This is an optimization exercise on Yosys and OpenROAD, whose aim is small area and a short achievable clock period, not a production implementation. The RTL was checked by simulation tests, not by an equivalence proof against the original design. No activity file was given, so power comes from the tool's default toggle rates.

Design rv_front_top, start of the top module:
module rv_front_top #(
    parameter int                DWIDTH     = 32,
    parameter int                AWIDTH     = 32,
    parameter logic [AWIDTH-1:0] RESET_PC   = '0,
    parameter int                IMEM_DEPTH = 64
)(
    input  logic                                clk,
    input  logic                                rst_n_i,
    input  logic                                imem_we_i,
    input  logic [$clog2(IMEM_DEPTH)-1:0]       imem_waddr_i,
    input  logic [DWIDTH-1:0]                   imem_wdata_i,
    input  logic                                stall_i,
    input  logic                                redirect_i,
    input  logic [AWIDTH-1:0]                   redirect_target_i,
    input  logic                                wb_en_i,
    input  logic [rv_front_pkg::REG_ADDR_W-1:0] wb_rd_i,
    input  logic [DWIDTH-1:0]                   wb_data_i,
    output logic [AWIDTH-1:0]                   pc_o,
    output logic [DWIDTH-1:0]                   insn_o,
    output logic [6:0]                          opcode_o,
    output logic [rv_front_pkg::REG_ADDR_W-1:0] rd_o,
    output logic [rv_front_pkg::REG_ADDR_W-1:0] rs1_o,
    output logic [rv_front_pkg::REG_ADDR_W-1:0] rs2_o,
    output logic [6:0]                          funct7_o,
    output logic [2:0]                          funct3_o,
    output logic [4:0]                          shamt_o,
    output logic [DWIDTH-1:0]                   imm_o,
    output logic [DWIDTH-1:0]                   rs1_data_o,
    output logic [DWIDTH-1:0]                   rs2_data_o
);
Settings: LEC_CHECK=0, CAP_MARGIN=20, CORE_MARGIN=2, CORE_UTILIZATION=50, CTS_CLUSTER_DIAMETER=75, CTS_CLUSTER_SIZE=22, SETUP_SLACK_MARGIN=3.6, SLEW_MARGIN=20, SYNTH_HIERARCHICAL=1, SYNTH_MINIMUM_KEEP_SIZE=0, BUFFER_PORTS_ARGS=-buffer_cell sky130_fd_sc_hd__buf_4; clock period 8.5 ns.
standard.sh (not shown) runs the stock make flow with config.mk's settings and CLKGATE_MAP_FILE= SYNTH_SCRIPT=/design/flow/synth_recipe.tcl, a recipe that flattens the netlist after the stock synthesis.
==> flow/flow/run.sh <==
#!/bin/bash
# Layout flow: the standard flow (standard.sh), with the port buffers
# that global placement inserts made plain buf_4 cells instead of the
# default pick, so the sizing repair can resize them. Every port still
# gets its buffer.
set -euo pipefail
cat >> config.mk <<'EOC'
export BUFFER_PORTS_ARGS = -buffer_cell sky130_fd_sc_hd__buf_4
EOC
bash standard.sh > standard_flow.log 2>&1
Rerun with:
CTS_CLUSTER_DIAMETER = 60   (was 75)
CTS_CLUSTER_SIZE = 16   (was 22)
Result: The new run ran to the end with no violations. Setup slack got worse by 0.0050 ns. Routed wire length is about the same. Cell count came out higher by about 0.47%. Hold slack hardly moves. Utilization came out higher by 0.45 points. Sequential power stays flat.

Setup of the reference run:
rv_front_top, a different RTL version from the one above (not shown whole).
For scale: about 6300 cells after synthesis, roughly 310 I/O pins, roughly 120000 sq um of cells after synthesis.
Settings: LEC_CHECK=0, CAP_MARGIN=20, CORE_MARGIN=2, CORE_UTILIZATION=58, CTS_CLUSTER_DIAMETER=75, CTS_CLUSTER_SIZE=22, SETUP_SLACK_MARGIN=3.8, SLEW_MARGIN=20, SYNTH_HIERARCHICAL=1, SYNTH_MINIMUM_KEEP_SIZE=0, BUFFER_PORTS_ARGS=-buffer_cell sky130_fd_sc_hd__buf_4; clock period 8.5 ns.
Scripts as last shown in full above: flow/flow/run.sh
[inputs] the trial run vs the reference run
# the reference run
export LEC_CHECK = 0
export CAP_MARGIN = 20
export CORE_MARGIN = 2
export CORE_UTILIZATION = 58
export CTS_CLUSTER_DIAMETER = 75
export CTS_CLUSTER_SIZE = 22
export SETUP_SLACK_MARGIN = 3.8
export SLEW_MARGIN = 20
export SYNTH_HIERARCHICAL = 1
export SYNTH_MINIMUM_KEEP_SIZE = 0
export BUFFER_PORTS_ARGS = -buffer_cell sky130_fd_sc_hd__buf_4
create_clock -name core_clock -period 8.5 [get_ports {clk}]
# the trial run
export LEC_CHECK = 0
export CAP_MARGIN = 20
export CORE_MARGIN = 2
export CORE_UTILIZATION = 50
export CTS_CLUSTER_DIAMETER = 75
export CTS_CLUSTER_SIZE = 22
export SETUP_SLACK_MARGIN = 3.8
export SLEW_MARGIN = 20
export SYNTH_HIERARCHICAL = 1
export SYNTH_MINIMUM_KEEP_SIZE = 0
export BUFFER_PORTS_ARGS = -buffer_cell sky130_fd_sc_hd__buf_4
create_clock -name core_clock -period 8.5 [get_ports {clk}]
Notes after the runs:
Hold slack: the trial run vs the reference run down 0.0083 ns. No stage failed in the trial run, and the final checks on the layout all came back clean. On wire length of the first global-routing pass, the reference run loses to the trial run. Compared with the reference run, the trial run shows multi-input combinational cell count that has gone up slightly. Diff the reference run -> the trial run: cell area after layout picked up an extra about 1.8%, sequential share of layout area lost 1.2 points. As of the trial run, power density over the cells had fallen slightly compared to the reference run. The trial run: ratio of final minimum period to clock period lower than the reference run.

Another version of the RTL of rv_front_top (not shown whole).
Size in the first run: about 3,200 flip-flops, about 310 I/O pins, roughly 120,000 sq um of cells after synthesis.
==> flow/design.v (excerpt) <==
module rv_front_top #(
    parameter int                DWIDTH     = 32,
    parameter int                AWIDTH     = 32,
    parameter logic [AWIDTH-1:0] RESET_PC   = '0,
    parameter int                IMEM_DEPTH = 64
)(
    input  logic                                clk,
    input  logic                                rst_n_i,
    input  logic                                imem_we_i,
    input  logic [$clog2(IMEM_DEPTH)-1:0]       imem_waddr_i,
    input  logic [DWIDTH-1:0]                   imem_wdata_i,
    input  logic                                stall_i,
    input  logic                                redirect_i,
    input  logic [AWIDTH-1:0]                   redirect_target_i,
    input  logic                                wb_en_i,
    input  logic [rv_front_pkg::REG_ADDR_W-1:0] wb_rd_i,
    input  logic [DWIDTH-1:0]                   wb_data_i,
    output logic [AWIDTH-1:0]                   pc_o,
    output logic [DWIDTH-1:0]                   insn_o,
    output logic [6:0]                          opcode_o,
    output logic [rv_front_pkg::REG_ADDR_W-1:0] rd_o,
    output logic [rv_front_pkg::REG_ADDR_W-1:0] rs1_o,
    output logic [rv_front_pkg::REG_ADDR_W-1:0] rs2_o,
    output logic [6:0]                          funct7_o,
    output logic [2:0]                          funct3_o,
    output logic [4:0]                          shamt_o,
    output logic [DWIDTH-1:0]                   imm_o,
    output logic [DWIDTH-1:0]                   rs1_data_o,
    output logic [DWIDTH-1:0]                   rs2_data_o
);
clock: 8.5 ns
lec_check: 0
cap_margin: 20
core_margin: 2
core_utilization: 58
cts_cluster_diameter: 75
cts_cluster_size: 22
setup_slack_margin: 4.0
slew_margin: 20
synth_hierarchical: 1
synth_minimum_keep_size: 0
buffer_ports_args: -buffer_cell sky130_fd_sc_hd__buf_4
Scripts as last shown in full above: flow/flow/run.sh
Next try:
SETUP_SLACK_MARGIN = 3.8   (was 4.0)
The changed run went through all stages and came out clean.
Power falls by 0.37%.
Clock skew falls by 14 ps.
Worst setup slack is better by 72 ps.
Worst hold slack is about the same.
Global-route usage falls by 0.90 points.
First-iteration DRC count falls by about 6.5%.
Final area falls by 1.9%.
Clock power is about the same.
Area after synthesis does not change.
Count of clock-buffer cells in the layout falls by 30.

[what the ideal ports hide]
In the flow no input, the clock included, has a driving cell. The finished layouts below were timed again as built, in two steps. Step 1 sets driving cells, clkbuf_16 on the clock port and buf_2 on the other inputs (assumed; they add their load-dependent delay and slew). Step 2 also shifts input and output timing later by t, the mid clock arrival at the registers, as if the neighbouring blocks saw the same clock. a / b / c = ideal / step 1 / step 2; a / b = the first two.
run | t (ns) | slack for setup (ns) | worst setup path at the end | clock arrival spread, ns | pins driven straight from the clock port
the first run of note 1 | 0.955 | 3.424 / 3.325 / 2.371 | input to register | 0.045 / 0.045 | 1
the second run of note 1 | 0.998 | 3.419 / 3.327 / 2.329 | input to register | 0.065 / 0.065 | 1
the reference run | 0.956 | 3.506 / 3.527 / 2.571 | input to register | 0.030 / 0.030 | 1
the trial run | 0.974 | 3.567 / 3.476 / 2.502 | input to register | 0.041 / 0.041 | 1
the first run of note 3 | 0.972 | 3.647 / 3.522 / 2.866 | input to register | 0.063 / 0.063 | 1
the second run of note 3 | 0.955 | 3.718 / 3.628 / 2.704 | input to register | 0.044 / 0.044 | 1
After both steps every run listed still meets setup and hold. The setup slack of the second run of note 1, which loses most, moves by -0.092 ns with the drivers and by -1.090 ns with both steps.
